Background: an optimization exercise with open tools, aiming at small area, a short achievable clock period and few clock cycles. Do not read the settings as production practice. RTL that was checked went through simulation tests only; none was proved equivalent to the original. Only the layout flow was run in run 5; the RTL was not checked for function there. Power is estimated from default activity; no workload was simulated.

[config.mk]
export PLATFORM = sky130hd
export DESIGN_NAME = ram_sdp_init
export DESIGN_NICKNAME = ram_sdp_init
export VERILOG_FILES = /design/flow/design.v
export SDC_FILE = /design/flow/constraint.sdc
export NUM_CORES = 4
export LEC_CHECK = 0
export ABC_AREA = 1
export CAP_MARGIN = 20
export CORE_MARGIN = 2
export CORE_UTILIZATION = 62
export CTS_BUF_LIST = sky130_fd_sc_hd__clkbuf_16
export CTS_CLUSTER_DIAMETER = 90
export CTS_CLUSTER_SIZE = 24
export SETUP_SLACK_MARGIN = 2.5
export SLEW_MARGIN = 20
[constraint.sdc]
create_clock -name core_clock -period 5.0 [get_ports {clk}]
set_input_delay 1.0000 -clock core_clock [delete_from_list [all_inputs] [get_ports {clk}]]
set_output_delay 1.0000 -clock core_clock [all_outputs]
set_load 0.01 [all_outputs]
[design.v]
`default_nettype none
module ram_sdp_init #(
  parameter int          DATA_W = 8,
  parameter int          ADDR_W = 8,
  parameter int unsigned FILL   = 0
) (
  input  logic              clk,
  input  logic              rst_n,
  input  logic              init_req,
  output logic              ready,
  input  logic              we,
  input  logic [ADDR_W-1:0] w_addr,
  input  logic [DATA_W-1:0] w_data,
  input  logic              re,
  input  logic [ADDR_W-1:0] r_addr,
  output logic [DATA_W-1:0] r_data,
  output logic              r_valid
);
  localparam int                c_depth = 2 ** ADDR_W;
  localparam logic [DATA_W-1:0] c_fill  = DATA_W'(FILL);
  logic                r_ready;
  logic                w_clr;
  logic [DATA_W-1:0]   w_wdata;
  logic [DATA_W-1:0]   r_mem [c_depth];
  assign w_clr   = !r_ready || init_req;
  assign w_wdata = w_clr ? c_fill : w_data;
  assign ready   = r_ready;
  always_ff @(posedge clk or negedge rst_n) begin
    if (!rst_n) begin
      r_ready <= 1'b0;
      r_valid <= 1'b0;
    end else begin
      r_ready <= 1'b1;
      r_valid <= r_ready && !init_req && re;
    end
  end
  for (genvar i = 0; i < c_depth; i++) begin : g_word
    always_ff @(posedge clk) begin
      if (w_clr || (we && (w_addr == ADDR_W'(i)))) begin
        r_mem[i] <= w_wdata;
      end
    end
  end
  localparam int c_half = c_depth / 2;
  logic                w_collide;
  logic                w_top;
  logic [DATA_W-1:0]   w_rd_lo;
  logic [DATA_W-1:0]   w_rd_hi;
  logic [DATA_W-1:0]   r_rd_lo;
  logic [DATA_W-1:0]   r_rd_hi;
  assign w_collide = we && (w_addr == r_addr);
  assign w_top     = r_addr[ADDR_W-1];
  assign w_rd_lo   = w_collide ? w_data : r_mem[{1'b0, r_addr[ADDR_W-2:0]}];
  assign w_rd_hi   = w_collide ? w_data : r_mem[{1'b1, r_addr[ADDR_W-2:0]}];
  always_ff @(posedge clk) begin
    r_rd_lo <= w_top ? '0 : w_rd_lo;
    r_rd_hi <= w_top ? w_rd_hi : '0;
  end
  assign r_data = r_rd_lo | r_rd_hi;
endmodule
`default_nettype wire
[run.sh]
#!/bin/bash
# synth_recipe.tcl (not shown) runs the flow's synth.tcl, then flattens the netlist and writes it again
# the make line also repeats each setting of config.mk as NAME=value (left out here)
make -C /OpenROAD-flow-scripts/flow DESIGN_CONFIG=/design/flow/config.mk WORK_HOME=/design/flow/orfs CLKGATE_MAP_FILE= SYNTH_SCRIPT=/design/flow/synth_recipe.tcl finish
==> results.ini, run 1 <==
[min_path]
hp-class=primary input to async pin

[power_and_ir_drop]
power_per_cell_area_nw_per_um2=328
power.leakage_nw=40.8
ir_drop_uv=387

[global_routing]
grt_max_degree=127
grt_pass1_vias=51500
grt_first_pass_wirelength_um=367000
antenna_found_initial=25
grt_overflow_total=0
track_usage_pct=38.4

[clock_network]
cts_tree=yes
clkTransAtPathRegs_ns=0.10
root_buffer=clkbuf_16
ctsLongestPathBuffers=3
insertion_delay_ns=0.77
cts_buffers=96
cts.sinks=2066
htree_levels=3

[synthesis]
synth_seq_cells=2066
synth_area_um2=82000
yosysTopAreaCell=edfxtp_1
syn_inst=7031
synth_seq_area_share_pct=75.4
synth_top_area_share_pct=75.0
syn_avg_cell_area_um2=11.7
synthFlopType=edfxtp_1
synth_cell_types=28
synth_edf_count=2048
synthTopCellsByArea=edfxtp_1, nand2_1, nand3_1
ys_warn_count=2
async_flop_share_pct=0.0968
syn-num-nets=7060

[detailed_routing]
wl_per_cell_um=28.0
postRouteWirelength_um=262000
vias=57200
drc=0
drtIter0Drc=10000
viasPerCell=6.11
detailedRoute.firstPassIterationCount=9
ant_nets=0

[timing]
tightest_slew_ns=0.879
fin_setup_tns_ns=0
hold_viol_final=0
period_minus_slack_ns=2.60
rsz0062_at_grt=yes
fmax_mhz=384
slew_viol_final=0
setup_violations=0
timing.slew.headroom_pct=41.4
post-route-period-util_pct=52.1
fin_skew_ns=0.0463

[worst_setup_path]
cp.arrival_ns=3.24
reg2reg_from=r_ready$_DFF_PN0_
cp_slowest_stage_delay_ns=0.21
cp-startpoint=r_addr[1]
worst-path-max-fanout=16
required_ns=5.64
cp_cell_sequence=buf_4 -> inv_4 -> nor2_4 -> buf_12 -> nand2_4 -> buf_6 -> nor2_1 -> buf_4 -> nand2_1 -> nand2_1 -> nor2_1 -> nand2_1 -> nor2_4 -> nand2_1 -> nor2_1 -> nand3_1 -> nand2_1 -> a21oi_1
worstSetupStartpointType=primary input
crit_slowest_cell=nor2_4
path_common_cell=nand2_1
crit_type=primary input to flop
end_kind=flop

[finish]
fin_area_um2=94300
nets=7569
area_growth_pct=15.0
drive_gt1_share_pct=15.5

[job]
max-cap-violations=0

[placed_design]
port-buffer-count=38
gp_congestion=1.02
hpwl_um=168000
place_area_um2=88200

[floorplan]
dieArea_um2=135000
num_rows=133
io_pins=39
die_x_um=368
die_h_um=368
coreArea_um2=131000
start_util_pct=62.4

[run_status]
status=timing/DRC/antenna clean

==> repair_timing <==
action | 4_1_cts | 5_1_grt
setup buffers | 74 | 31
endpoints found under the setup margin | 3779 | 1183
hold buffers | 0 | 0
gates cloned | 7 | 5
gates resized for setup | 482 | 225
pin swaps | 38 | 38
==> layout make-up <==
| class | count | area (µm²) |
|---|---|---|
| diodes | 42 | 105 |
| inverters | 52 | 272 |
| repair buffers | 686 | 6490 |
| clock buffers | 100 | 2500 |
| multi-input cells | 4637 | 20700 |
| repair inverters | 1 | 8.76 |
| flip-flops and latches | 2066 | 61900 |
| fillers | 9190 | 37200 |
| well taps | 1755 | 2200 |
| clock inverters | 21 | 123 |
==> report_power, final <==
group | internal (mW) | switching (mW) | leakage, nW
Sequential | 20.1 | 0.264 | 23.2
Combinational | 0.471 | 1.35 | 16.2
Clock | 3.60 | 5.19 | 1.35
Total | 24.2 | 6.81 | 40.8
==> logic make-up after synthesis <==
kind of cell / after synthesis / share of synthesized area [%]
buffers and inverters: 331 / 1.64
flip-flops: 2066 / 75.4
AO/OA/AOI/OAI: 280 / 1.77
other: 1 / 0.00457
XOR/XNOR: 1 / 0.0107
AND/OR/NAND/NOR: 4352 / 21.1
==> flip-flops by register name, summed over array words and instances, names as in the netlist <==
register / count
r_mem: 2048
r_rd_hi: 8
r_rd_lo: 8
r_ready: 1
r_valid: 1
==> synth_stat cells (2+ instances only) <==
| cell type | number |
|---|---|
| nand2_2 | 2 |
| clkinv_1 | 2 |
| nand4_1 | 6 |
| nor3_1 | 3 |
| o21ai_0 | 242 |
| a21oi_1 | 19 |
| dfxtp_1 | 16 |
| dfrtp_1 | 2 |
| buf_1 | 7 |
| buf_2 | 82 |
| nor2_1 | 823 |
| nor4_1 | 3 |
| clkbuf_1 | 190 |
| edfxtp_1 | 2048 |
| or2_2 | 8 |
| nand3_2 | 3 |
| nand3_1 | 701 |
| o31ai_1 | 16 |
| inv_2 | 11 |
| nand2_1 | 2781 |
| inv_1 | 39 |
| nor2_2 | 21 |
==> stage by stage <==
stage               hold WS (ns)  cells  util (%)  setup WS [ns]  total power [mW]
finish                     0.418   9360      71.7           2.40              31.0
global route               0.419   9325      71.7           2.37              31.7
floorplan                  0.581   7031         -          0.922              21.3
CTS                        0.395   9282      70.8           2.28              30.9
global placement           0.713   9079      67.1          0.221              22.3
detailed placement         0.706   9080      67.1         0.0584              22.3
==> layer usage <==
layer	global-route usage (%)	wire, µm	part of all wire (%)	vias to the layer above
li1	-	-	-	25100
met1	55.9	101000	38	27700
met2	55.4	115000	44	3829
met3	9.78	34600	13	550
met4	16.5	11200	4.3	28
met5	0.463	244	0.093	-
==> worst max-delay path, delay by kind of cell <==
| kind | cells | cell delay [ns] |
|---|---|---|
| simple gates | 12 | 1.36 |
| compound gates | 1 | 0.06 |
| buf+inv | 5 | 0.82 |
==> path summary, 6_finish.rpt <==
| kind | to | slack (ns) | depth (start not counted) |
|---|---|---|---|
| max | r_rd_lo[6]$_SDFF_PP0_ | 2.40 | 18 |
| min | r_valid$_DFF_PN0_ | 0.42 | 1 |
| max reg2reg | r_mem[209][7]$_DFFE_PP_ | 2.81 | 5 |
| min reg2reg | r_valid$_DFF_PN0_ | 0.74 | 4 |
| max in group asynchronous | r_ready$_DFF_PN0_ | 4.46 | 1 |
| min in group core_clock | r_valid$_DFF_PN0_ | 0.74 | 4 |
==> layout by cell type (no fill, tap or decap), types with 3 or more instances in the layout <==
cell | synthesis | final
clkbuf_16 | 0 | 100
nor2_1 | 823 | 617
dfxtp_2 | 0 | 4
nand3_2 | 3 | 7
inv_6 | 0 | 4
buf_12 | 0 | 79
nor2_4 | 0 | 123
nand4_1 | 6 | 6
buf_4 | 0 | 520
o21ai_1 | 0 | 17
nand2_4 | 0 | 32
clkdlybuf4s50_1 | 0 | 12
nor3_1 | 3 | 3
buf_6 | 0 | 46
nand2_1 | 2781 | 2678
dfxtp_4 | 0 | 3
nor4_1 | 3 | 3
o31ai_1 | 16 | 12
nand2_8 | 0 | 9
diode_2 | 0 | 42
nand3_4 | 0 | 9
inv_1 | 39 | 54
buf_8 | 0 | 3
clkbuf_2 | 0 | 5
o21ai_2 | 0 | 9
nand3_1 | 701 | 688
or2_4 | 0 | 8
a21oi_1 | 19 | 19
edfxtp_1 | 2048 | 2048
dfxtp_1 | 16 | 9
o21ai_0 | 242 | 216
buf_16 | 0 | 4
buf_2 | 82 | 7
inv_4 | 0 | 7
nand2_2 | 2 | 64
nor2_2 | 21 | 107
Testbench counts, summed over its fixed seeds: cycles 32,784.
==> inputs of run 2 (changes only) <==
--- a/config.mk
+++ b/config.mk
@@ -9,5 +9,5 @@
 export CAP_MARGIN = 20
 export CORE_MARGIN = 2
-export CORE_UTILIZATION = 62
+export CORE_UTILIZATION = 55
 export CTS_BUF_LIST = sky130_fd_sc_hd__clkbuf_16
 export CTS_CLUSTER_DIAMETER = 90
==> results.ini, run 2 <==
[placed_design]
hpwl_um=173000
gp_congestion=1.04
dpl_worst_slack_ns=0.0682
port-buffer-count=38

[synthesis]
synth_cell_types=28
syn_inst=7031
synth_top_area_share_pct=75.0
synth_seq_cells=2066
yosysTopAreaCell=edfxtp_1
synth_commonest_cells=nand2_1, edfxtp_1, nor2_1
synthTopCellsByArea=edfxtp_1, nand2_1, nand3_1
syn-num-nets=7060
synth_most_common_cell=nand2_1
async_flop_share_pct=0.0968
synth_area_um2=82000
synth_edf_count=2048
ys_warn_count=2
synthFlopType=edfxtp_1
synth_seq_area_share_pct=75.4
syn_avg_cell_area_um2=11.7

[worst_setup_path]
cp.arrival_ns=3.20
crit_type=primary input to flop
worstSetupStartpointType=primary input
worst-path-max-fanout=9
end_kind=flop
required_ns=5.64

[timing]
period_minus_slack_ns=2.56
tightest_slew_ns=0.828
setup_violations=0
rsz0062_at_grt=yes
fin_skew_ns=0.0330
timing.slew.headroom_pct=44.8
fmax_mhz=391
fin_setup_tns_ns=0
setup_slack_ns=2.44
slew_viol_final=0
hold_viol_final=0
post-route-period-util_pct=51.2

[global_routing]
grt_first_pass_wirelength_um=371000
track_usage_pct=34.6
antenna_found_initial=9
grt_overflow_total=0
grt_pass1_vias=50900
grt_max_degree=142

[floorplan]
die_x_um=390
start_util_pct=55.5
io_pins=39
die_h_um=390
coreArea_um2=148000
dieArea_um2=152000
num_rows=141

[finish]
nFillCells=11400
mostFrequentLayoutCells=nand2_1, edfxtp_1, nand3_1
nets=7547
post-route-util_pct=64.0
seqCellArea_um2=61900
largest_register_ff_count=2048
top_register=r_mem
layout_commonest_cell=nand2_1
area_growth_pct=15.3
reg.largest.list=r_mem: 2048 flops, r_rd_hi: 8 flops, r_rd_lo: 8 flops
drive_gt1_share_pct=16.1
multi_input_area_um2=21100

[min_path]
hp-class=primary input to async pin

[detailed_routing]
drtIter0Drc=8157
postRouteWirelength_um=266000
route.met2.wl_um=117000
highest_layer=met5
met1_length_um=106000
drc=0
ant_nets=0
wl_per_cell_um=28.0
detailedRoute.firstPassIterationCount=6
viasPerCell=5.88
vias=55900
wl_met3_um=31600

[run_status]
status=timing/DRC/antenna clean

[clock_network]
cts.sinks=2066
cts_buffers=96
insertion_delay_ns=0.77
htree_levels=3
root_buffer=clkbuf_16
cts_tree=yes
ctsLongestPathBuffers=3
clkTransAtPathRegs_ns=0.10

[power_and_ir_drop]
power.leakage_nw=40.7
ir_drop_uv=339
power_per_cell_area_nw_per_um2=328

[job]
max-cap-violations=0

==> run 2: what timing repair did <==
action | 4_1_cts | 5_1_grt
endpoints found under the setup margin | 2567 | 614
endpoints found under the hold margin | 0 | 0
cloned | 9 | 9
gates resized for setup | 567 | 285
setup buffers | 72 | 32
pin swaps | 56 | 80
hold buffers | 0 | 0
==> run 2: logic make-up (layout without fill, tap and decap cells) <==
group	after synthesis	in the layout	share of synthesized area (%)
buf+inv	331	864	1.64
flops	2066	2066	75.4
xor+xnor	1	1	0.0107
simple gates	4352	4357	21.1
other cells	1	12	0.00457
compound gates	280	280	1.77
==> run 2: through the flow <==
stage	hold slack [ns]	total power, mW	area [µm²]	cells
after floorplan	0.581	21.3	82100	7031
after global placement	0.620	22.3	88000	9224
after detailed placement	0.606	22.3	88100	9228
after CTS	0.368	31.0	93100	9458
after global routing	0.387	31.8	94500	9500
final	0.411	31.0	94600	9510
==> run 2: power by group <==
| group | internal [mW] | switching, mW |
|---|---|---|
| registers | 20.1 | 0.260 |
| clock network | 3.57 | 5.27 |
| logic | 0.468 | 1.37 |
==> run 2: routing by layer <==
metal  global-route usage (%)  up-vias
met5                     1.05        -
met2                     50.6     3174
met4                     12.8        2
li1                         -    25000
met1                     50.3    27200
met3                     8.72      481
==> run 2: layout make-up <==
type / instances / share of cell area, %
Clock inverter: 51 / 0.242
Timing Repair Buffer: 663 / 6.57
Tap cell: 1930 / 2.55
Clock buffer: 98 / 2.59
Sequential cell: 2066 / 65.4
Multi-Input combinational cell: 4639 / 22.3
Inverter: 52 / 0.299
Antenna cell: 11 / 0.0291
==> run 2: final timing paths <==
check | slack, ns | depth (start not counted) | startpoint | endpoint
min reg2reg | 0.64 | 4 | r_mem[0][6]$_DFFE_PP_ | r_rd_lo[6]$_SDFF_PP0_
max | 2.44 | 19 | r_addr[0] | r_rd_hi[6]$_SDFF_PN0_
max in group asynchronous | 4.46 | 1 | rst_n | r_ready$_DFF_PN0_
max reg2reg | 2.70 | 5 | r_ready$_DFF_PN0_ | r_mem[81][5]$_DFFE_PP_
min | 0.41 | 1 | rst_n | r_valid$_DFF_PN0_
min in group core_clock | 0.64 | 4 | r_mem[0][6]$_DFFE_PP_ | r_rd_lo[6]$_SDFF_PP0_
==> run 2: worst max-delay path: stages <==
cell and delay, ns:
buf_4 0.14, buf_12 0.15, clkinv_8 0.08, nor2_4 0.04, buf_12 0.15, nand2_8 0.16
buf_12 0.13, nor2_1 0.05, buf_6 0.16, nand2_1 0.07, nand2_1 0.09, nor2_4 0.15
nand2_2 0.09, nor2_4 0.28, nand2_1 0.09, nor2_1 0.13, nand2_1 0.07, nand2_1 0.07
a21oi_1 0.06
==> inputs of run 3 (changes only) <==
--- a/config.mk
+++ b/config.mk
@@ -13,4 +13,4 @@
 export CTS_CLUSTER_DIAMETER = 90
 export CTS_CLUSTER_SIZE = 24
-export SETUP_SLACK_MARGIN = 2.5
+export SETUP_SLACK_MARGIN = 2.7
 export SLEW_MARGIN = 20
==> results.ini, run 3 <==
[worst_setup_path]
worst-path-max-fanout=15
worstSetupStartpointType=primary input
r2r-end=r_mem[81][5]$_DFFE_PP_
cp_cell_sequence=buf_8 -> buf_4 -> nand2_8 -> clkinv_8 -> nand2_8 -> buf_6 -> nor2_4 -> nand2_1 -> nand2_1 -> nor2_1 -> nand2_1 -> nor2_2 -> nand2_2 -> nor2_1 -> nand2_1 -> nand2_1 -> a21oi_1
crit_slowest_cell=nor2_1
ff2ff_path_depth=5
reg2reg_from=r_ready$_DFF_PN0_
crit_type=primary input to flop
cp_slowest_stage_delay_ns=0.30
end_kind=flop
required_ns=5.64
rrSetupSlack_ns=2.97
path_common_cell=nand2_1
cp.arrival_ns=3.22

[synthesis]
async_flop_share_pct=0.0968
synth_seq_cells=2066
ys_warn_count=2
synthFlopType=edfxtp_1
synth_area_um2=82000
synth_most_common_cell=nand2_1
syn_inst=7031
synth_seq_area_share_pct=75.4
syn_avg_cell_area_um2=11.7
synth_commonest_cells=nand2_1, edfxtp_1, nor2_1
synth_cell_types=28
synth_top_area_share_pct=75.0
synth_edf_count=2048
synthTopCellsByArea=edfxtp_1, nand2_1, nand3_1
syn-num-nets=7060
yosysTopAreaCell=edfxtp_1

[power_and_ir_drop]
power.leakage_nw=41.7
pwr-share-comb_pct=6.4
swShare_pct=22.4
p_switching_mw=6.99
clkPwrFrac_pct=28.4
sequentialPowerShare_pct=65.3
power_per_cell_area_nw_per_um2=320
internal_power_mw=24.2
ir_drop_uv=336

[timing]
fin_setup_tns_ns=0
timing.slew.headroom_pct=43.2
rsz0062_at_grt=yes
hold_viol_final=0
period_minus_slack_ns=2.58
post-route-period-util_pct=51.6
tightest_slew_ns=0.853
slew_viol_final=0
setup_slack_ns=2.42
holdWs_ns=0.408
fmax_mhz=388
fin_skew_ns=0.0255
setup_violations=0

[floorplan]
dieArea_um2=152000
io_pins=39
coreArea_um2=148000
die_x_um=390
die_h_um=390
num_rows=141
start_util_pct=55.5

[placed_design]
dpl_worst_slack_ns=0.0682
port-buffer-count=38
dp_cells=9228
hpwl_um=173000
gp_congestion=1.04

[min_path]
hp-class=primary input to async pin

[clock_network]
insertion_delay_ns=0.76
cts_tree=yes
clkTransAtPathRegs_ns=0.10
cts.sinks=2066
htree_levels=3
root_buffer=clkbuf_16
cts_buffers=96
cts_hold_buf=0
ctsLongestPathBuffers=3

[finish]
mostFrequentLayoutCells=nand2_1, edfxtp_1, nand3_1
reg.largest.list=r_mem: 2048 flops, r_rd_hi: 8 flops, r_rd_lo: 8 flops
layout_commonest_cell=nand2_1
top_register=r_mem
area_growth_pct=18.8
largest_register_ff_count=2048
nFillCells=11100
nets=7654
drive_gt1_share_pct=20.8
finalNonFillerCells=9613

[detailed_routing]
drc=0
detailedRoute.firstPassIterationCount=9
ant_nets=0
wl_per_cell_um=28.6
vias=57200
viasPerCell=5.95
drtIter0Drc=8807
postRouteWirelength_um=275000

[run_status]
status=timing/DRC/antenna clean

[global_routing]
antenna_found_initial=11
grt_pass1_vias=51600
grt_overflow_total=0
track_usage_pct=35.1
grt_first_pass_wirelength_um=376000
grt_max_degree=142

[job]
max-cap-violations=0

==> run 3: how the worst max path moves through the flow <==
| stage | slack, ns | endpoint | cells after the start | from |
|---|---|---|---|---|
| after floorplan | 0.92 | r_mem[0][0]$_DFFE_PP_ | 4 | init_req |
| after global placement | 0.16 | r_rd_hi[3]$_SDFF_PN0_ | 15 | r_addr[2] |
| after detailed placement | 0.07 | r_rd_hi[3]$_SDFF_PN0_ | 15 | r_addr[1] |
| after CTS | 2.44 | r_data[3] | 2 | r_rd_lo[3]$_SDFF_PP0_ |
| after global routing | 2.43 | r_data[3] | 2 | r_rd_lo[3]$_SDFF_PP0_ |
| final | 2.42 | r_rd_hi[3]$_SDFF_PN0_ | 17 | r_addr[0] |
==> run 3: through the flow <==
| stage | util (%) | total power [mW] | cell area [µm²] |
|---|---|---|---|
| 4_1_cts | 64.3 | 31.1 | 95000 |
| 3_3_place_gp | 59.5 | 22.3 | 88000 |
| 2_1_floorplan | - | 21.3 | 82100 |
| 6_report | 65.9 | 31.2 | 97400 |
| 3_5_place_dp | 59.6 | 22.3 | 88100 |
| 5_1_grt | 65.9 | 31.9 | 97400 |
==> run 3: per-layer routing <==
metal / vias to the layer above / wire, µm / part of all wire, % / GRT usage [%]
li1: 25200 / - / - / -
met4: 8 / 12700 / 4.6 / 13.8
met1: 27800 / 108000 / 39 / 51.2
met3: 542 / 34200 / 12 / 8.26
met2: 3588 / 120000 / 44 / 51.3
met5: - / 192 / 0.070 / 0
==> run 3: cell type report <==
class                   instances  area, µm²  area share [%]
multi-input cells            4644      22300            22.9
repair buffers                765       7810            8.01
clock buffers                  98       2450            2.52
inverters                      52        323           0.331
well taps                    1930       2410            2.48
clock inverters                51        229           0.235
diodes                          7       17.5          0.0180
flip-flops and latches       2066      61900            63.5
==> run 3: logic make-up (layout without fill, tap and decap cells) <==
family	count (synthesis)	after routing	synth area share (%)
DFF	2066	2066	75.4
xor gates and xnor gates	1	1	0.0107
buffers and inverters	331	966	1.64
other	1	8	0.00457
and+or+nand+nor	4352	4362	21.1
AOI/OAI and AO/OA	280	280	1.77
==> run 3: repair_timing <==
| action | 4_1_cts | 5_1_grt |
|---|---|---|
| endpoints found under the setup margin | 3559 | 657 |
| pin swaps | 158 | 215 |
| endpoints found under the hold margin | 0 | 0 |
| gates resized for setup | 931 | 445 |
| gates cloned | 20 | 19 |
| buffers inserted | 121 | 69 |
==> run 3: power by group through the flow <==
stage	Clock, mW	Sequential [mW]	Combinational [mW]
after floorplan	0	20.7	0.670
after global placement	0	20.7	1.56
after detailed placement	0	20.7	1.58
after CTS	8.92	20.3	1.82
after global routing	9.47	20.4	2.04
final	8.85	20.3	1.98
==> run 3: worst max-delay path, delay by kind of cell <==
kind,cells,cell delay (ns)
compound gates,1,0.06
buf+inv,4,0.50
simple gates,12,1.63
==> inputs of run 4 (changes only) <==
--- a/design.v
+++ b/design.v
@@ -35,7 +35,13 @@
     end
   end
+  logic [15:0] w_we_hi;
+  logic [15:0] w_we_lo;
+  for (genvar j = 0; j < 16; j++) begin : g_we_dec
+    assign w_we_hi[j] = w_clr || (we && (w_addr[7:4] == 4'(j)));
+    assign w_we_lo[j] = w_clr || (w_addr[3:0] == 4'(j));
+  end
   for (genvar i = 0; i < c_depth; i++) begin : g_word
     always_ff @(posedge clk) begin
-      if (w_clr || (we && (w_addr == ADDR_W'(i)))) begin
+      if (w_we_hi[i / 16] && w_we_lo[i % 16]) begin
         r_mem[i] <= w_wdata;
       end
--- a/config.mk
+++ b/config.mk
@@ -13,4 +13,4 @@
 export CTS_CLUSTER_DIAMETER = 90
 export CTS_CLUSTER_SIZE = 24
-export SETUP_SLACK_MARGIN = 2.7
+export SETUP_SLACK_MARGIN = 2.5
 export SLEW_MARGIN = 20
==> results.ini, run 4 <==
[worst_setup_path]
cp_cell_sequence=clkbuf_4 -> inv_2 -> nand3_4 -> buf_12 -> bufbuf_16 -> nor2_4 -> clkbuf_4 -> nand2_1 -> nand2_1 -> nor2_1 -> nand2_2 -> nor2_4 -> nand2_4 -> nor2_4 -> nand3_1 -> nand2_1 -> a21oi_1
ff2ff_path_depth=6
cp_num_buf_inv=5
cp.arrival_ns=3.17
required_ns=5.61
worst-path-max-fanout=8
end_kind=flop
rrSetupSlack_ns=2.80
crit_slowest_cell=bufbuf_16
cp_slowest_stage_delay_ns=0.29
reg2reg_from=r_ready$_DFF_PN0_
worstSetupStartpointType=primary input
crit_type=primary input to flop
crit_family=simple AND/OR/NAND/NOR gates
r2r-end=r_mem[47][7]$_DFFE_PP_

[timing]
period_minus_slack_ns=2.56
fin_setup_tns_ns=0
fin_skew_ns=0.0196
hold_viol_final=0
fmax_mhz=390
tightest_slew_ns=0.933
setup_violations=0
holdWs_ns=0.412
timing.slew.headroom_pct=37.8
rsz0062_at_grt=yes
post-route-period-util_pct=51.2
slew_viol_final=0

[synthesis]
synth_most_common_cell=nand2_1
synth_area_um2=81700
synth_seq_cells=2066
synth_seq_area_share_pct=75.8
syn-num-nets=7038
synthFlopType=edfxtp_1
synth_cell_types=25
syn_inst=7009
syn_avg_cell_area_um2=11.7
synth_commonest_cells=nand2_1, edfxtp_1, nor2_1
synth_edf_count=2048
synth_top_area_share_pct=75.3
synthTopCellsByArea=edfxtp_1, nand2_1, nand3_1
ys_warn_count=2
async_flop_share_pct=0.0968
yosysTopAreaCell=edfxtp_1

[clock_network]
htree_levels=3
cts_hold_buf=0
ctsLongestPathBuffers=3
cts_buffers=96
clkTransAtPathRegs_ns=0.10
insertion_delay_ns=0.75
cts_tree=yes
root_buffer=clkbuf_16
cts.sinks=2066

[global_routing]
busiest_layer=met2
use_met2_pct=47.8
track_usage_pct=31.0
antenna_found_initial=7
grt_first_pass_wirelength_um=340000
grt_max_degree=136
grt_pass1_vias=49700
grt_overflow_total=0
use_met3_pct=5.13
met1_usage_pct=46.0

[finish]
top_register=r_mem
mostFrequentLayoutCells=nand2_1, edfxtp_1, nand3_1
finalNonFillerCells=9230
reg.largest.list=r_mem: 2048 flops, r_rd_hi: 8 flops, r_rd_lo: 8 flops
area_growth_pct=15.6
drive_gt1_share_pct=15.8
layout_commonest_cell=nand2_1
nets=7273
largest_register_ff_count=2048

[run_status]
status=timing/DRC/antenna clean

[power_and_ir_drop]
power.leakage_nw=39.8
power_mw=31.5
ir_drop_uv=337
power_per_cell_area_nw_per_um2=334

[detailed_routing]
postRouteWirelength_um=237000
drtIter0Drc=6253
viasPerCell=5.80
wl_per_cell_um=25.7
vias=53500
drc=0
ant_nets=0
detailedRoute.firstPassIterationCount=6

[floorplan]
start_util_pct=55.3
coreArea_um2=148000
die_h_um=389
io_pins=39
dieArea_um2=152000
die_x_um=389
num_rows=141

[job]
max-cap-violations=0

[placed_design]
dp_cells=8937
hpwl_um=149000
port-buffer-count=38
gp_congestion=0.907

[min_path]
hp-class=primary input to async pin

run 4: metrics by stage:
step	utilization [%]	area (µm²)	worst slack (ns)
floorplan	-	81800	0.845
global placement	58.2	85900	0.0709
detailed placement	58.3	86100	0.110
CTS	63.1	93200	2.36
global route	63.9	94400	2.37
finish	63.9	94400	2.44
run 4: report_power, final:
part | switching, mW | internal [mW]
Clock | 5.24 | 3.54
Combinational | 1.73 | 0.530
Sequential | 0.248 | 20.2
run 4: what timing repair did:
item,4_1_cts,5_1_grt
pin swaps,51,58
resized for setup,982,237
buffers inserted,93,27
endpoints found under the setup margin,3606,949
gates cloned,11,8
run 4: final cells by class:
cell class,instances,area [µm²]
diodes,4,10.0
clock buffers,97,2430
clock inverters,53,235
fillers,11200,53300
inverters,51,265
multi-input cells,4620,22500
flip-flops and latches,2066,61900
well taps,1930,2410
repair buffers,407,4670
repair inverters,2,25.0
run 4: how the worst max path moves through the flow:
| stage | startpoint | to | slack, ns | cells past startpoint |
|---|---|---|---|---|
| global route | r_addr[2] | r_rd_hi[2]$_SDFF_PN0_ | 2.37 | 16 |
| detailed placement | r_addr[5] | r_rd_lo[2]$_SDFF_PP0_ | 0.11 | 17 |
| global placement | r_addr[2] | r_rd_lo[1]$_SDFF_PP0_ | 0.07 | 15 |
| floorplan | init_req | r_mem[0][0]$_DFFE_PP_ | 0.85 | 5 |
| finish | r_addr[5] | r_rd_lo[2]$_SDFF_PP0_ | 2.44 | 17 |
| CTS | w_addr[5] | r_mem[165][2]$_DFFE_PP_ | 2.36 | 6 |
run 4: cells by family (layout without fill, tap and decap cells):
| group | count (synthesis) | in the layout | synth area share (%) |
|---|---|---|---|
| AOI/OAI and AO/OA | 49 | 49 | 0.319 |
| buffers and inverters | 324 | 610 | 1.59 |
| other | 1 | 5 | 0.00459 |
| DFF | 2066 | 2066 | 75.8 |
| xor gates and xnor gates | 1 | 1 | 0.0107 |
| and+or+nand+nor | 4568 | 4569 | 22.3 |
run 4: per-layer routing:
layer / wire, µm / part of all wire (%) / up-vias
li1: - / - / 24400
met3: 22700 / 9.6 / 322
met5: 38 / 0.016 / -
met2: 109000 / 46 / 2352
met4: 7460 / 3.1 / 4
met1: 98000 / 41 / 26500
Testbench counts of run 4, summed over its fixed seeds: cycles 32,784.
==> inputs of run 5 (changes only) <==
--- a/design.v
+++ b/design.v
@@ -23,5 +23,5 @@
   logic [DATA_W-1:0]   w_wdata;
   logic [DATA_W-1:0]   r_mem [c_depth];
-  assign w_clr   = !r_ready || init_req;
+  assign w_clr   = !r_ready;
   assign w_wdata = w_clr ? c_fill : w_data;
   assign ready   = r_ready;
@@ -31,5 +31,5 @@
       r_valid <= 1'b0;
     end else begin
-      r_ready <= 1'b1;
+      r_ready <= !(r_ready && init_req);
       r_valid <= r_ready && !init_req && re;
     end
==> results.ini, run 5 <==
[timing]
holdWs_ns=0.396
setup_violations=0
setup_slack_ns=2.45
fin_skew_ns=0.0442
tightest_slew_ns=1.03
timing.slew.headroom_pct=31.3
rsz0062_at_grt=yes
fmax_mhz=392
fin_setup_tns_ns=0
slew_viol_final=0
post-route-period-util_pct=51.0
period_minus_slack_ns=2.55
hold_viol_final=0

[synthesis]
synth_commonest_cells=nand2_1, edfxtp_1, nor2_1
synth-simple-area-share_pct=21.7
yosysTopAreaCell=edfxtp_1
synth_fa_ha_area_share_pct=0
syn_avg_cell_area_um2=11.7
synth_compound_area_share_pct=0.323
synthFlopType=edfxtp_1
synthTopCellsByArea=edfxtp_1, nand2_1, nor2_1
syn-num-nets=6949
ys_warn_count=2
synth_seq_area_share_pct=76.4
syn_inst=6920
synth_top_family_by_area=simple AND/OR/NAND/NOR gates
synth_top_area_share_pct=75.9
synth.area.mux_share_pct=0
yosys.area_share.xor_xnor_pct=0.0216
synth_cell_types=27
synth_most_common_cell=nand2_1
synth_edf_count=2048
async_flop_share_pct=0.0968
synth_seq_cells=2066
synth_area_um2=81000

[finish]
reg.largest.list=r_mem: 2048 flops, r_rd_hi: 8 flops, r_rd_lo: 8 flops
nets=7405
finalNonFillerCells=9342
nFillCells=11000
drive_gt1_share_pct=18.9
largest_register_ff_count=2048
top_register=r_mem
layout_commonest_cell=nand2_1
area_growth_pct=17.5
mostFrequentLayoutCells=nand2_1, edfxtp_1, nor2_1

[detailed_routing]
ant_nets=0
vias=56000
viasPerCell=5.99
wl_per_cell_um=30.9
postRouteWirelength_um=289000
detailedRoute.firstPassIterationCount=8
drc=0
drtIter0Drc=8550

[power_and_ir_drop]
clkPwrFrac_pct=28.3
pwr-share-comb_pct=8.5
internal_power_mw=24.3
swShare_pct=24.0
sequentialPowerShare_pct=63.2
p_switching_mw=7.66
ir_drop_uv=363
power.leakage_nw=36.6
power_per_cell_area_nw_per_um2=336
power_mw=32.0

[worst_setup_path]
cp_num_buf_inv=1
cp-endpoint=r_data[2]
rrSetupSlack_ns=2.51
ff2ff_path_depth=8
worst-path-max-fanout=1
crit_family=flip-flops
reg2reg_from=r_ready$_DFF_PN0_
crit_cells=2
required_ns=4.00
cp_slowest_stage_delay_ns=0.34
cp_cell_sequence=or2_4 -> buf_6
r2r-end=r_mem[205][1]$_DFFE_PP_
cp-startpoint=r_rd_hi[2]$_SDFF_PN0_
crit_type=flop to output port
cp.arrival_ns=1.55
crit_slowest_cell=dfxtp_1
end_kind=output port
worstSetupStartpointType=flop

[clock_network]
insertion_delay_ns=0.77
cts_hold_buf=0
cts_buffers=97
clkTransAtPathRegs_ns=0.10
cts.sinks=2066
root_buffer=clkbuf_16
htree_levels=3
cts_tree=yes
ctsLongestPathBuffers=3

[global_routing]
grt_max_degree=173
grt_overflow_total=0
antenna_found_initial=11
grt_pass1_vias=51000
track_usage_pct=37.6
grt_first_pass_wirelength_um=393000

[floorplan]
start_util_pct=55.5
die_h_um=388
dieArea_um2=150000
num_rows=140
io_pins=39
coreArea_um2=146000
die_x_um=388

[placed_design]
gp_congestion=1.07
dpl_worst_slack_ns=0.337
port-buffer-count=38
dp_cells=8955
hpwl_um=188000

[min_path]
hp-class=primary input to async pin

[run_status]
status=timing/DRC/antenna clean

[job]
max-cap-violations=0

run 5: cell count changes after synthesis, sizes merged, moves of 2 or more:
cell     before   now
nand3       823   386
nand2      2642  2979
clkbuf      185   102
nand4         0    46
buf          88   127
inv          50    67
nor2       1085  1077
o22ai         0     3
nor3b         0     2
nor4          3     1
o2111ai       2     0
run 5: area by class of cell:
cell class / instances / area (µm²) / area share [%]
diodes: 3 / 7.51 / 0.00789
repair buffers: 581 / 6090 / 6.40
repair inverters: 2 / 10.0 / 0.0105
multi-input cells: 4561 / 21700 / 22.8
clock buffers: 101 / 2530 / 2.66
clock inverters: 44 / 223 / 0.234
inverters: 67 / 340 / 0.358
flip-flops and latches: 2066 / 61900 / 65.0
well taps: 1917 / 2400 / 2.52
run 5: routing by layer:
layer | wire length, µm | GRT usage (%)
met5 | 323 | 0
met4 | 16500 | 17.6
met2 | 124000 | 54.4
met3 | 39600 | 11.1
met1 | 108000 | 52.8
run 5: cells by family after synthesis:
group / count (synthesis)
compound gates: 50
xor+xnor: 2
flops: 2066
buf+inv: 296
simple gates: 4506
run 5: worst reg2reg max path: stages (launching register included):
cell	delay, ns
dfrtp_1	0.41
buf_12	0.13
buf_4	0.15
buf_4	0.18
buf_4	0.22
nand2_2	0.25
clkinvlp_4	0.17
buf_12	0.18
nor2_2	0.43
run 5: repair_timing:
action / 4_1_cts / 5_1_grt
gates resized for setup: 712 / 376
gates cloned: 6 / 11
pin swaps: 75 / 87
setup endpoints to repair: 2309 / 1733
hold endpoints to repair: 0 / 0
buffers inserted: 141 / 81
run 5: power groups by stage:
stage / sequential [mW] / clock (mW) / combinational [mW]
floorplan: 20.6 / 0 / 0.876
global route: 20.3 / 9.62 / 2.75
detailed placement: 20.6 / 0 / 2.12
CTS: 20.2 / 9.05 / 2.49
finish: 20.2 / 9.05 / 2.72
global placement: 20.6 / 0 / 2.10
run 5: worst min path at each step:
stage                     depth (start not counted)             startpoint                    end
after floorplan                                   4  r_mem[0][0]$_DFFE_PP_  r_rd_lo[0]$_SDFF_PP0_
after global placement                            4  r_mem[0][0]$_DFFE_PP_  r_rd_lo[0]$_SDFF_PP0_
after detailed placement                          4  r_mem[0][1]$_DFFE_PP_  r_rd_lo[1]$_SDFF_PP0_
after CTS                                         1                  rst_n      r_valid$_DFF_PN0_
after global routing                              1                  rst_n      r_ready$_DFF_PN0_
final                                             1                  rst_n      r_ready$_DFF_PN0_
run 5: metrics by stage:
step	cell area [µm²]	utilization, %
final	95100	65.2
after global routing	95100	65.2
after CTS	92900	63.7
after detailed placement	86200	59.1
after global placement	86200	59.1
after floorplan	81700	-
==> inputs of run 6 (changes only) <==
--- a/design.v
+++ b/design.v
@@ -23,5 +23,5 @@
   logic [DATA_W-1:0]   w_wdata;
   logic [DATA_W-1:0]   r_mem [c_depth];
-  assign w_clr   = !r_ready;
+  assign w_clr   = !r_ready || init_req;
   assign w_wdata = w_clr ? c_fill : w_data;
   assign ready   = r_ready;
@@ -31,5 +31,5 @@
       r_valid <= 1'b0;
     end else begin
-      r_ready <= !(r_ready && init_req);
+      r_ready <= 1'b1;
       r_valid <= r_ready && !init_req && re;
     end
--- a/config.mk
+++ b/config.mk
@@ -9,8 +9,8 @@
 export CAP_MARGIN = 20
 export CORE_MARGIN = 2
-export CORE_UTILIZATION = 55
+export CORE_UTILIZATION = 40
 export CTS_BUF_LIST = sky130_fd_sc_hd__clkbuf_16
-export CTS_CLUSTER_DIAMETER = 90
-export CTS_CLUSTER_SIZE = 24
+export CTS_CLUSTER_DIAMETER = 60
+export CTS_CLUSTER_SIZE = 50
 export SETUP_SLACK_MARGIN = 2.5
 export SLEW_MARGIN = 20
==> results.ini, run 6 <==
[worst_setup_path]
reg2reg_from=r_ready$_DFF_PN0_
required_ns=4.00
worstSetupStartpointType=flop
crit_type=flop to output port
end_kind=output port
cp.arrival_ns=1.56
rrSetupSlack_ns=2.74
ff2ff_path_depth=6
r2r-end=r_mem[119][1]$_DFFE_PP_
worst-path-max-fanout=1

[global_routing]
track_usage_pct=23.0
antenna_found_initial=17
use_met3_pct=3.91
busiest_layer=met2
use_met2_pct=35.3
grt_pass1_vias=50700
met1_usage_pct=32.2
grt_first_pass_wirelength_um=352000
grt_overflow_total=0
grt_max_degree=121

[timing]
slew_viol_final=0
hold_viol_final=0
fin_skew_ns=0.0303
setup_violations=0
fin_setup_tns_ns=0
setup_slack_ns=2.44
tightest_slew_ns=0.830
timing.slew.headroom_pct=44.6
period_minus_slack_ns=2.56
fmax_mhz=391
post-route-period-util_pct=51.2
rsz0062_at_grt=yes

[power_and_ir_drop]
power.leakage_nw=40.7
ir_drop_uv=275
power_per_cell_area_nw_per_um2=360

[synthesis]
synth_area_um2=81700
yosys.area_share.xor_xnor_pct=0.0107
async_flop_share_pct=0.0968
synth_seq_cells=2066
synthFlopType=edfxtp_1
synth_fa_ha_area_share_pct=0
syn-num-nets=7038
syn_avg_cell_area_um2=11.7
yosysTopAreaCell=edfxtp_1
synth.area.mux_share_pct=0
ys_warn_count=2
synthTopCellsByArea=edfxtp_1, nand2_1, nand3_1
synth_seq_area_share_pct=75.8
synth_top_area_share_pct=75.3
synth_top_family_by_area=simple AND/OR/NAND/NOR gates
synth-simple-area-share_pct=22.3
synth_commonest_cells=nand2_1, edfxtp_1, nor2_1
synth_edf_count=2048
synth_cell_types=25
synth_most_common_cell=nand2_1
syn_inst=7009
synth_compound_area_share_pct=0.319

[detailed_routing]
drtIter0Drc=6982
postRouteWirelength_um=249000
ant_nets=0
viasPerCell=5.40
drc=0
wl_per_cell_um=24.6
vias=54600
detailedRoute.firstPassIterationCount=6

[floorplan]
die_x_um=456
num_rows=165
io_pins=39
dieArea_um2=208000
coreArea_um2=203000
start_util_pct=40.3
die_h_um=456

[finish]
nets=7334
layout_commonest_cell=nand2_1
top_register=r_mem
largest_register_ff_count=2048
reg.largest.list=r_mem: 2048 flops, r_rd_hi: 8 flops, r_rd_lo: 8 flops
mostFrequentLayoutCells=nand2_1, edfxtp_1, nand3_1
drive_gt1_share_pct=17.6
area_growth_pct=19.3

[placed_design]
hpwl_um=154000
dpl_worst_slack_ns=0.132
port-buffer-count=38
gp_congestion=0.966

[clock_network]
root_buffer=clkbuf_16
cts_buffers=136
ctsLongestPathBuffers=3
htree_levels=4
cts_tree=yes
cts.sinks=2066
clkTransAtPathRegs_ns=0.08
insertion_delay_ns=0.81

[min_path]
hp-class=primary input to async pin

[job]
max-cap-violations=0

[run_status]
status=timing/DRC/antenna clean

-- run 6: changes by cell type in the layout (fill, tap and decap cells not counted), moves of 41 or more --
cell | before | now
nand3_1 | 375 | 813
nand2_1 | 2847 | 2557
buf_4 | 367 | 250
nor2_2 | 250 | 161
nor2_4 | 272 | 358
nand4_1 | 46 | 0
clkbuf_16 | 105 | 146
inv_1 | 80 | 39
-- run 6: metrics by stage --
stage | power, mW | area, µm² | hold WS (ns) | util [%] | std cells
detailed placement | 22.6 | 86700 | 0.627 | 42.8 | 9658
global placement | 22.6 | 86600 | 0.659 | 42.8 | 9657
global route | 36.0 | 97400 | 0.326 | 48.1 | 10100
CTS | 35.0 | 95300 | 0.298 | 47.1 | 10000
floorplan | 21.7 | 81800 | 0.581 | - | 7009
finish | 35.1 | 97400 | 0.345 | 48.1 | 10100
-- run 6: cells by family (layout without fill, tap and decap cells) --
kind of cell | Yosys count | after routing
AO/OA/AOI/OAI | 49 | 49
XOR/XNOR | 1 | 1
buffers and inverters | 324 | 728
flip-flops | 2066 | 2066
other | 1 | 12
AND/OR/NAND/NOR | 4568 | 4573
-- run 6: cell type report --
cell class | instances | area, µm²
tap | 2672 | 3340
clock inverter | 111 | 1260
sequential | 2066 | 61900
antenna | 11 | 27.5
timing repair buffer | 425 | 4730
clock buffer | 140 | 3500
fill | 17500 | 105000
inverter | 51 | 284
timing repair inverter | 1 | 8.76
multi-input combinational | 4624 | 22400
-- run 6: metal layers --
| layer | share of wire, % | routed length (µm) |
|---|---|---|
| met1 | 41 | 102000 |
| met2 | 45 | 113000 |
| met3 | 9.1 | 22600 |
| met4 | 4.7 | 11700 |
| met5 | 0.012 | 30 |
-- run 6: worst max-delay path by stage --
stage | slack, ns | startpoint | to
floorplan | 0.85 | init_req | r_mem[0][0]$_DFFE_PP_
global placement | 0.16 | r_addr[3] | r_rd_lo[1]$_SDFF_PP0_
detailed placement | 0.13 | r_addr[2] | r_rd_lo[1]$_SDFF_PP0_
CTS | 2.24 | w_addr[1] | r_mem[194][4]$_DFFE_PP_
global route | 2.35 | w_addr[5] | r_rd_lo[5]$_SDFF_PP0_
finish | 2.44 | r_rd_lo[0]$_SDFF_PP0_ | r_data[0]
-- run 6: what timing repair did --
action | in CTS | in global routing
endpoints found under the setup margin | 4078 | 1777
gates resized for setup | 833 | 370
buffers inserted | 100 | 57
hold buffers | 0 | 0
cloned | 13 | 11
pin swaps | 53 | 77
-- run 6: power by group --
part           switching [mW]  total [mW]  leakage [nW]  internal (mW)
sequential              0.249        20.5          22.6           20.2
clock                    6.40        12.3          2.33           5.95
combinational            1.74        2.26          15.8          0.529
-- run 6: worst max-delay path, cell delays in order (launching register included) --
cell     delay [ns]
dfxtp_1        0.31
or2_4          0.30
buf_6          0.14
Testbench counts of run 6, summed over its fixed seeds: cycles 32,784.
==> inputs of run 7 (changes only) <==
--- a/config.mk
+++ b/config.mk
@@ -9,8 +9,9 @@
 export CAP_MARGIN = 20
 export CORE_MARGIN = 2
-export CORE_UTILIZATION = 40
+export CORE_UTILIZATION = 55
 export CTS_BUF_LIST = sky130_fd_sc_hd__clkbuf_16
-export CTS_CLUSTER_DIAMETER = 60
-export CTS_CLUSTER_SIZE = 50
+export CTS_CLUSTER_DIAMETER = 100
+export CTS_CLUSTER_SIZE = 28
+export GPL_ROUTABILITY_DRIVEN = 0
 export SETUP_SLACK_MARGIN = 2.5
 export SLEW_MARGIN = 20
==> results.ini, run 7 <==
[synthesis]
synth_commonest_cells=nand2_1, edfxtp_1, nor2_1
syn_avg_cell_area_um2=11.7
synth_top_area_share_pct=75.3
synthFlopType=edfxtp_1
yosysTopAreaCell=edfxtp_1
synth_edf_count=2048
ys_warn_count=2
synth_seq_cells=2066
async_flop_share_pct=0.0968
syn_inst=7009
synth_seq_area_share_pct=75.8
synth_most_common_cell=nand2_1
syn-num-nets=7038
synthTopCellsByArea=edfxtp_1, nand2_1, nand3_1
synth_area_um2=81700
synth_cell_types=25

[clock_network]
root_buffer=clkbuf_16
insertion_delay_ns=0.75
ctsLongestPathBuffers=3
cts_tree=yes
cts_buffers=84
cts_hold_buf=0
htree_levels=3
clkTransAtPathRegs_ns=0.11
cts.sinks=2066

[floorplan]
num_rows=141
dieArea_um2=152000
io_pins=39
die_h_um=389
start_util_pct=55.3
die_x_um=389
coreArea_um2=148000

[worst_setup_path]
end_kind=flop
cp_slowest_stage_delay_ns=0.81
cp-startpoint=r_addr[7]
r2r-end=r_mem[194][3]$_DFFE_PP_
crit_slowest_cell=dlygate4sd2_1
cp_cell_sequence=dlygate4sd2_1 -> clkinv_2 -> nor2_1 -> nor4_1 -> and3_2 -> nand2_1 -> a21oi_1
required_ns=5.59
ff2ff_path_depth=8
cp.arrival_ns=3.27
crit_type=primary input to flop
reg2reg_from=r_ready$_DFF_PN0_
rrSetupSlack_ns=2.79
worstSetupStartpointType=primary input
worst-path-max-fanout=10

[power_and_ir_drop]
power_per_cell_area_nw_per_um2=329
power.leakage_nw=39.8
ir_drop_uv=291
power_mw=31.1

[detailed_routing]
drc=0
viasPerCell=5.83
vias=53800
highest_layer=met5
wl_met3_um=23200
route.met2.wl_um=110000
ant_nets=0
wl_per_cell_um=26.1
detailedRoute.firstPassIterationCount=6
drtIter0Drc=6842
postRouteWirelength_um=241000
met1_length_um=101000

[global_routing]
grt_pass1_vias=49500
antenna_found_initial=8
grt_overflow_total=0
grt_first_pass_wirelength_um=344000
grt_max_degree=106
track_usage_pct=31.4

[finish]
top_register=r_mem
drive_gt1_share_pct=16.3
layout_commonest_cell=nand2_1
nFillCells=11100
nets=7283
largest_register_ff_count=2048
reg.largest.list=r_mem: 2048 flops, r_rd_hi: 8 flops, r_rd_lo: 8 flops
area_growth_pct=15.8
mostFrequentLayoutCells=nand2_1, edfxtp_1, nand3_1

[timing]
period_minus_slack_ns=2.68
setup_violations=0
holdWs_ns=0.385
rsz0062_at_grt=yes
slew_viol_final=0
timing.slew.headroom_pct=37.3
post-route-period-util_pct=53.7
fin_skew_ns=0.0444
tightest_slew_ns=0.941
fmax_mhz=373
hold_viol_final=0

[placed_design]
port-buffer-count=38
hpwl_um=149000

[run_status]
status=timing/DRC/antenna clean

[job]
max-cap-violations=0

[min_path]
hp-class=primary input to async pin

[run 7: logic make-up (layout without fill, tap and decap cells)]
kind of cell	Yosys count	count (layout)	share of synthesized area, %
flops	2066	2066	75.8
simple gates	4568	4571	22.3
compound gates	49	49	0.319
other cells	1	2	0.00459
buf+inv	324	614	1.59
xor+xnor	1	1	0.0107
[run 7: worst max-delay path: cells and delay by family]
kind / cells / cell delay [ns]
buf+inv: 2 / 1.27
compound gates: 1 / 0.12
simple gates: 4 / 0.85
[run 7: final cells by class]
type | instances | area (µm²) | area share [%]
diodes | 1 | 2.50 | 0.00265
clock inverters | 50 | 277 | 0.292
repair inverters | 1 | 11.3 | 0.0119
clock buffers | 84 | 2100 | 2.22
multi-input cells | 4622 | 22500 | 23.7
inverters | 51 | 280 | 0.296
repair buffers | 428 | 5160 | 5.46
well taps | 1930 | 2410 | 2.55
flip-flops and latches | 2066 | 61900 | 65.4
[run 7: report_power, final]
part           switching (mW)  internal [mW]  leakage (nW)  total [mW]
clock                    5.17           3.17          1.31        8.35
combinational            1.77          0.563          15.9        2.33
sequential              0.248           20.2          22.6        20.5
[run 7: how the worst max path moves through the flow]
stage	to	depth (start not counted)	slack (ns)
floorplan	r_mem[0][0]$_DFFE_PP_	5	0.85
global placement	r_rd_lo[2]$_SDFF_PP0_	15	-0.005
detailed placement	r_rd_lo[2]$_SDFF_PP0_	15	-0.03
CTS	r_rd_lo[4]$_SDFF_PP0_	19	2.41
global route	r_mem[251][3]$_DFFE_PP_	6	2.35
finish	r_rd_lo[0]$_SDFF_PP0_	7	2.32
[run 7: per-stage QoR]
| step | cell area [µm²] | setup TNS, ns | setup slack, ns | util, % | instances |
|---|---|---|---|---|---|
| 6_report | 94600 | 0 | 2.32 | 64.0 | 9233 |
| 4_1_cts | 92800 | 0 | 2.41 | 62.8 | 9182 |
| 3_5_place_dp | 86000 | -0.0255 | -0.0255 | 58.2 | 8925 |
| 5_1_grt | 94600 | 0 | 2.35 | 64.0 | 9232 |
| 2_1_floorplan | 81800 | 0 | 0.845 | - | 7009 |
| 3_3_place_gp | 85900 | -0.00543 | -0.00543 | 58.1 | 8921 |
[run 7: what timing repair did]
| action | in CTS | in global routing |
|---|---|---|
| gates resized for setup | 920 | 322 |
| pin swaps | 65 | 64 |
| gates cloned | 13 | 6 |
| endpoints found under the setup margin | 4097 | 2007 |
| setup buffers | 110 | 44 |
| hold endpoints to repair | 0 | 0 |
[run 7: per-layer routing]
| metal | up-vias | track usage [%] |
|---|---|---|
| met5 | - | 0 |
| met4 | 2 | 8.98 |
| met3 | 320 | 4.96 |
| met2 | 2613 | 47.8 |
| met1 | 26500 | 47.3 |
| li1 | 24400 | - |
==> inputs of run 8 (changes only) <==
--- a/config.mk
+++ b/config.mk
@@ -13,5 +13,4 @@
 export CTS_CLUSTER_DIAMETER = 100
 export CTS_CLUSTER_SIZE = 28
-export GPL_ROUTABILITY_DRIVEN = 0
 export SETUP_SLACK_MARGIN = 2.5
 export SLEW_MARGIN = 20
==> results.ini, run 8 <==
[run_status]
status=timing/DRC/antenna clean

[worst_setup_path]
cp_slowest_stage_delay_ns=0.36
ff2ff_path_depth=6
end_kind=output port
cp_cell_sequence=or2_4 -> buf_2
rrSetupSlack_ns=2.78
crit_type=flop to output port
worst-path-max-fanout=1
r2r-end=r_mem[57][7]$_DFFE_PP_
reg2reg_from=r_ready$_DFF_PN0_
worstSetupStartpointType=flop
cp.arrival_ns=1.57
required_ns=4.00
crit_slowest_cell=dfxtp_2

[finish]
largest_register_ff_count=2048
layout_commonest_cell=nand2_1
area_growth_pct=15.1
multi_input_area_um2=22400
top_register=r_mem
seqCellArea_um2=61900
mostFrequentLayoutCells=nand2_1, edfxtp_1, nand3_1
nFillCells=11200
reg.largest.list=r_mem: 2048 flops, r_rd_hi: 8 flops, r_rd_lo: 8 flops
nets=7260
drive_gt1_share_pct=15.6

[synthesis]
synthTopCellsByArea=edfxtp_1, nand2_1, nand3_1
ys_warn_count=2
synth_area_um2=81700
synth_seq_cells=2066
synth_commonest_cells=nand2_1, edfxtp_1, nor2_1
synth_seq_area_share_pct=75.8
synth_top_area_share_pct=75.3
synth_most_common_cell=nand2_1
synth_cell_types=25
syn-num-nets=7038
synth_edf_count=2048
async_flop_share_pct=0.0968
yosysTopAreaCell=edfxtp_1
syn_inst=7009
synthFlopType=edfxtp_1
syn_avg_cell_area_um2=11.7

[timing]
tightest_slew_ns=0.898
slew_viol_final=0
timing.slew.headroom_pct=40.1
setup_violations=0
setup_slack_ns=2.43
period_minus_slack_ns=2.57
fin_skew_ns=0.0364
fmax_mhz=389
post-route-period-util_pct=51.4
holdWs_ns=0.414
fin_setup_tns_ns=0
rsz0062_at_grt=yes
hold_viol_final=0

[power_and_ir_drop]
swShare_pct=23.0
pwr-share-comb_pct=7.3
power_per_cell_area_nw_per_um2=330
ir_drop_uv=282
internal_power_mw=23.9
power.leakage_nw=39.5
sequentialPowerShare_pct=65.9
power_mw=31.0
clkPwrFrac_pct=26.8
p_switching_mw=7.14

[global_routing]
grt_overflow_total=0
grt_pass1_vias=49500
grt_max_degree=136
track_usage_pct=31.0
antenna_found_initial=6
grt_first_pass_wirelength_um=340000

[placed_design]
port-buffer-count=38
dpl_worst_slack_ns=0.110
gp_congestion=0.907
hpwl_um=149000

[floorplan]
die_x_um=389
io_pins=39
coreArea_um2=148000
num_rows=141
dieArea_um2=152000
start_util_pct=55.3
die_h_um=389

[detailed_routing]
wl_per_cell_um=25.8
detailedRoute.firstPassIterationCount=6
ant_nets=0
drtIter0Drc=6291
postRouteWirelength_um=237000
viasPerCell=5.79
drc=0
vias=53300

[clock_network]
htree_levels=3
cts_tree=yes
cts_hold_buf=0
clkTransAtPathRegs_ns=0.11
cts.sinks=2066
root_buffer=clkbuf_16
cts_buffers=83
insertion_delay_ns=0.76
ctsLongestPathBuffers=3

[min_path]
hp-class=primary input to async pin

[job]
max-cap-violations=0

[run 8: kinds of logic after synthesis]
family | after synthesis | synth area share (%)
buffers and inverters | 324 | 1.59
xor gates and xnor gates | 1 | 0.0107
DFF | 2066 | 75.8
and+or+nand+nor | 4568 | 22.3
other | 1 | 0.00459
AOI/OAI and AO/OA | 49 | 0.319
[run 8: routing by layer]
metal  track usage, %  up-vias  part of all wire [%]
li1                 -    24300                     -
met1             46.0    26400                    42
met2             48.1     2330                    46
met3             4.87      276                   9.4
met4             8.23        2                   2.7
met5                0        -                0.0055
[run 8: worst max path at each step]
stage	startpoint	endpoint	slack, ns	cells after the start
5_1_grt	r_addr[3]	r_rd_hi[0]$_SDFF_PN0_	2.36	16
3_3_place_gp	r_addr[2]	r_rd_lo[1]$_SDFF_PP0_	0.07	15
4_1_cts	w_addr[5]	r_mem[169][4]$_DFFE_PP_	2.41	6
2_1_floorplan	init_req	r_mem[0][0]$_DFFE_PP_	0.85	5
3_5_place_dp	r_addr[5]	r_rd_lo[2]$_SDFF_PP0_	0.11	17
6_report	r_rd_lo[5]$_SDFF_PP0_	r_data[5]	2.43	2
[run 8: repair_timing]
item / 4_1_cts / 5_1_grt
pin swaps: 58 / 58
buffers inserted: 93 / 32
endpoints found under the setup margin: 3629 / 1083
resized for setup: 989 / 218
cloned: 9 / 5
[run 8: area by class of cell]
| cell class | instances | area share (%) |
|---|---|---|
| Sequential cell | 2066 | 65.8 |
| Multi-Input combinational cell | 4621 | 23.8 |
| Timing Repair Buffer | 406 | 4.98 |
| Tap cell | 1930 | 2.57 |
| Clock buffer | 86 | 2.29 |
| Inverter | 51 | 0.274 |
| Clock inverter | 37 | 0.194 |
| Timing Repair inverter | 2 | 0.0186 |
| Antenna cell | 4 | 0.0107 |
[run 8: power groups by stage]
stage	sequential [mW]	combinational, mW	clock, mW
2_1_floorplan	20.8	0.856	0
3_3_place_gp	20.8	1.76	0
3_5_place_dp	20.9	1.80	0
4_1_cts	20.5	2.18	8.40
5_1_grt	20.5	2.36	8.92
6_report	20.5	2.26	8.32
[run 8: through the flow]
stage | util, % | area (µm²) | instances
3_5_place_dp | 58.3 | 86100 | 8937
4_1_cts | 62.9 | 92800 | 9162
5_1_grt | 63.6 | 94000 | 9200
6_report | 63.6 | 94000 | 9203
3_3_place_gp | 58.2 | 85900 | 8930
2_1_floorplan | - | 81800 | 7009
[run 8: critical path: cells and delay by family (launching register included)]
kind          cells  cell delay, ns
buf+inv           1            0.16
flops             1            0.36
simple gates      1            0.30
==> inputs of run 9 (changes only) <==
--- a/config.mk
+++ b/config.mk
@@ -13,4 +13,5 @@
 export CTS_CLUSTER_DIAMETER = 100
 export CTS_CLUSTER_SIZE = 28
+export PLACE_DENSITY = 0.7
 export SETUP_SLACK_MARGIN = 2.5
 export SLEW_MARGIN = 20
==> results.ini, run 9 <==
[synthesis]
yosysTopAreaCell=edfxtp_1
synth_area_um2=81700
syn-num-nets=7038
synth_commonest_cells=nand2_1, edfxtp_1, nor2_1
synth_edf_count=2048
synth_cell_types=25
syn_inst=7009
synthFlopType=edfxtp_1
synth_most_common_cell=nand2_1
synth_seq_area_share_pct=75.8
synthTopCellsByArea=edfxtp_1, nand2_1, nand3_1
syn_avg_cell_area_um2=11.7
synth_seq_cells=2066
async_flop_share_pct=0.0968
ys_warn_count=2
synth_top_area_share_pct=75.3

[timing]
fmax_mhz=381
hold_viol_final=0
period_minus_slack_ns=2.62
tightest_slew_ns=0.938
setup_violations=0
rsz0062_at_grt=yes
slew_viol_final=0
timing.slew.headroom_pct=37.5
setup_slack_ns=2.38
fin_setup_tns_ns=0
post-route-period-util_pct=52.5
fin_skew_ns=0.0387

[worst_setup_path]
r2r-end=r_mem[152][1]$_DFFE_PP_
crit_family=simple AND/OR/NAND/NOR gates
worst-path-max-fanout=6
cp_num_buf_inv=7
cp_cell_sequence=buf_12 -> clkinvlp_4 -> buf_12 -> nand2_8 -> buf_6 -> nor2_4 -> buf_12 -> buf_12 -> clkbuf_16 -> nand3_1 -> nand2_1 -> nor2_1 -> nand2_1 -> nor2_1 -> nand2_1 -> nor2_2 -> nand2_1 -> nand2_1 -> a21oi_2
worstSetupStartpointType=primary input
end_kind=flop
crit_type=primary input to flop
path_common_cell=nand2_1
crit_slowest_cell=nor2_1
reg2reg_from=r_ready$_DFF_PN0_
cp.arrival_ns=3.26
cp_slowest_stage_delay_ns=0.23
ff2ff_path_depth=8
rrSetupSlack_ns=2.80
required_ns=5.63

[floorplan]
start_util_pct=55.3
dieArea_um2=152000
coreArea_um2=148000
die_h_um=389
io_pins=39
num_rows=141
die_x_um=389

[clock_network]
root_buffer=clkbuf_16
cts.sinks=2066
cts_tree=yes
cts_buffers=84
clkTransAtPathRegs_ns=0.11
htree_levels=3
ctsLongestPathBuffers=3
insertion_delay_ns=0.75
cts_hold_buf=0

[placed_design]
dpl_worst_slack_ns=0.313
hpwl_um=141000
dp_cells=8875
port-buffer-count=38
gp_congestion=0.943

[finish]
mostFrequentLayoutCells=nand2_1, edfxtp_1, nand3_1
layout_commonest_cell=nand2_1
nets=7281
finalNonFillerCells=9211
area_growth_pct=17.1
drive_gt1_share_pct=17.8
largest_register_ff_count=2048
reg.largest.list=r_mem: 2048 flops, r_rd_hi: 8 flops, r_rd_lo: 8 flops
top_register=r_mem

[detailed_routing]
postRouteWirelength_um=244000
ant_nets=0
drtIter0Drc=8534
detailedRoute.firstPassIterationCount=9
wl_per_cell_um=26.5
drc=0
viasPerCell=6.01
vias=55300

[job]
max-cap-violations=0

[global_routing]
antenna_found_initial=5
grt_pass1_vias=51200
grt_overflow_total=0
grt_max_degree=98
track_usage_pct=30.8
grt_first_pass_wirelength_um=341000

[min_path]
hp-class=primary input to async pin

[power_and_ir_drop]
power.leakage_nw=40.0
power_per_cell_area_nw_per_um2=325
ir_drop_uv=339

[run_status]
status=timing/DRC/antenna clean

run 9: cell count changes in the layout (fill, tap and decap cells not counted), moves of 14 or more:
cell,delta
nand2_1,-28
nand2_2,+25
buf_4,-37
nand3_1,-14
buf_16,+18
nor2_1,-101
nor2_4,+40
buf_8,+14
nor2_2,+67
run 9: metrics by stage:
stage | util [%] | power (mW) | hold slack [ns] | instance area, µm²
floorplan | - | 21.7 | 0.581 | 81800
global placement | 57.9 | 22.5 | 0.615 | 85500
detailed placement | 57.9 | 22.6 | 0.653 | 85500
CTS | 63.1 | 30.8 | 0.367 | 93200
global route | 64.8 | 31.8 | 0.400 | 95600
finish | 64.8 | 31.1 | 0.397 | 95600
run 9: final cells by class:
class                           count  area [µm²]
Antenna cell                        7        17.5
Clock buffer                       85        2130
Clock inverter                     23         151
Fill cell                       10400       52000
Inverter                           51         264
Multi-Input combinational cell   4627       23100
Sequential cell                  2066       61900
Tap cell                         1930        2410
Timing Repair Buffer              421        5700
Timing Repair inverter              1        8.76
run 9: timing repair:
item	4_1_cts	5_1_grt
setup buffers	115	56
gates cloned	28	22
gates resized for setup	1057	412
pin swaps	91	143
endpoints found under the hold margin	0	0
endpoints found under the setup margin	4112	3163
run 9: cells by family (layout without fill, tap and decap cells):
group | after synthesis | count (layout) | synth area share [%]
AO/OA/AOI/OAI | 49 | 49 | 0.319
XOR/XNOR | 1 | 1 | 0.0107
AND/OR/NAND/NOR | 4568 | 4576 | 22.3
flip-flops | 2066 | 2066 | 75.8
buffers and inverters | 324 | 581 | 1.59
other | 1 | 8 | 0.00459
run 9: how the worst max path moves through the flow:
stage                   start                endpoint  slack [ns]  cells past startpoint
floorplan            init_req   r_mem[0][0]$_DFFE_PP_        0.85                      5
global placement    r_addr[5]   r_rd_lo[6]$_SDFF_PP0_        0.27                     14
detailed placement  r_addr[5]   r_rd_lo[7]$_SDFF_PP0_        0.31                     14
CTS                  init_req  r_mem[29][6]$_DFFE_PP_        2.38                      7
global route        r_addr[3]   r_rd_hi[6]$_SDFF_PN0_        2.39                     19
finish              r_addr[3]   r_rd_hi[3]$_SDFF_PN0_        2.38                     19
run 9: routing by layer:
layer | GRT usage (%) | wire length (µm) | vias to the layer above
li1 | - | - | 24300
met1 | 43.2 | 91100 | 27000
met2 | 47.3 | 111000 | 3430
met3 | 7.21 | 31100 | 527
met4 | 12.0 | 11200 | 4
met5 | 0.478 | 26 | -
run 9: power by group:
| group | total [mW] | switching, mW | internal, mW | leakage [nW] |
|---|---|---|---|---|
| clock network | 8.22 | 5.09 | 3.13 | 1.18 |
| logic | 2.37 | 1.78 | 0.591 | 16.2 |
| registers | 20.5 | 0.264 | 20.2 | 22.6 |
| total | 31.1 | 7.14 | 23.9 | 40.0 |

==> re-timing with driven ports <==
The flow's constraints put no driver on any port. The routed layouts listed below were extracted and timed again, unchanged, in two steps. Step 1 sets driving cells, clkbuf_16 on the clock port and buf_2 on the other inputs (assumed; they add their load-dependent delay and slew). Step 2 moves the port delays by t, midway between the first and last clock arrival at a register: inputs arrive t later, outputs are due t later. That takes back most of the time a late clock gives input paths. a / b / c = ideal / step 1 / step 2; a / b = the first two.
run	shift t [ns]	setup WS [ns]	hold WS [ns]	worst data-port slew with drivers (ns)	pins driven straight from the clock port
run 1	0.836	2.397 / 2.324 / 1.498	0.418 / 0.354 / 0.737	0.19	1
run 2	0.832	2.440 / 2.366 / 1.621	0.411 / 0.356 / 0.637	0.10	1
run 3	0.826	2.422 / 2.376 / 1.608	0.408 / 0.357 / 0.653	0.11	1
run 4	0.825	2.438 / 2.381 / 1.572	0.412 / 0.349 / 0.642	0.17	1
run 5	0.835	2.450 / 2.363 / 1.666	0.396 / 0.338 / 0.674	0.07	1
run 6	0.893	2.441 / 2.327 / 1.434	0.345 / 0.281 / 0.652	0.26	1
run 7	0.823	2.316 / 2.370 / 1.568	0.385 / 0.322 / 0.657	0.14	1
run 8	0.821	2.429 / 2.345 / 1.608	0.414 / 0.354 / 0.653	0.15	1
run 9	0.809	2.376 / 2.354 / 1.545	0.397 / 0.342 / 0.670	0.12	1
After both steps setup and hold are still met in every run listed. The setup slack of run 6, which loses most, moves by -0.114 ns with the drivers and by -1.007 ns with both steps.
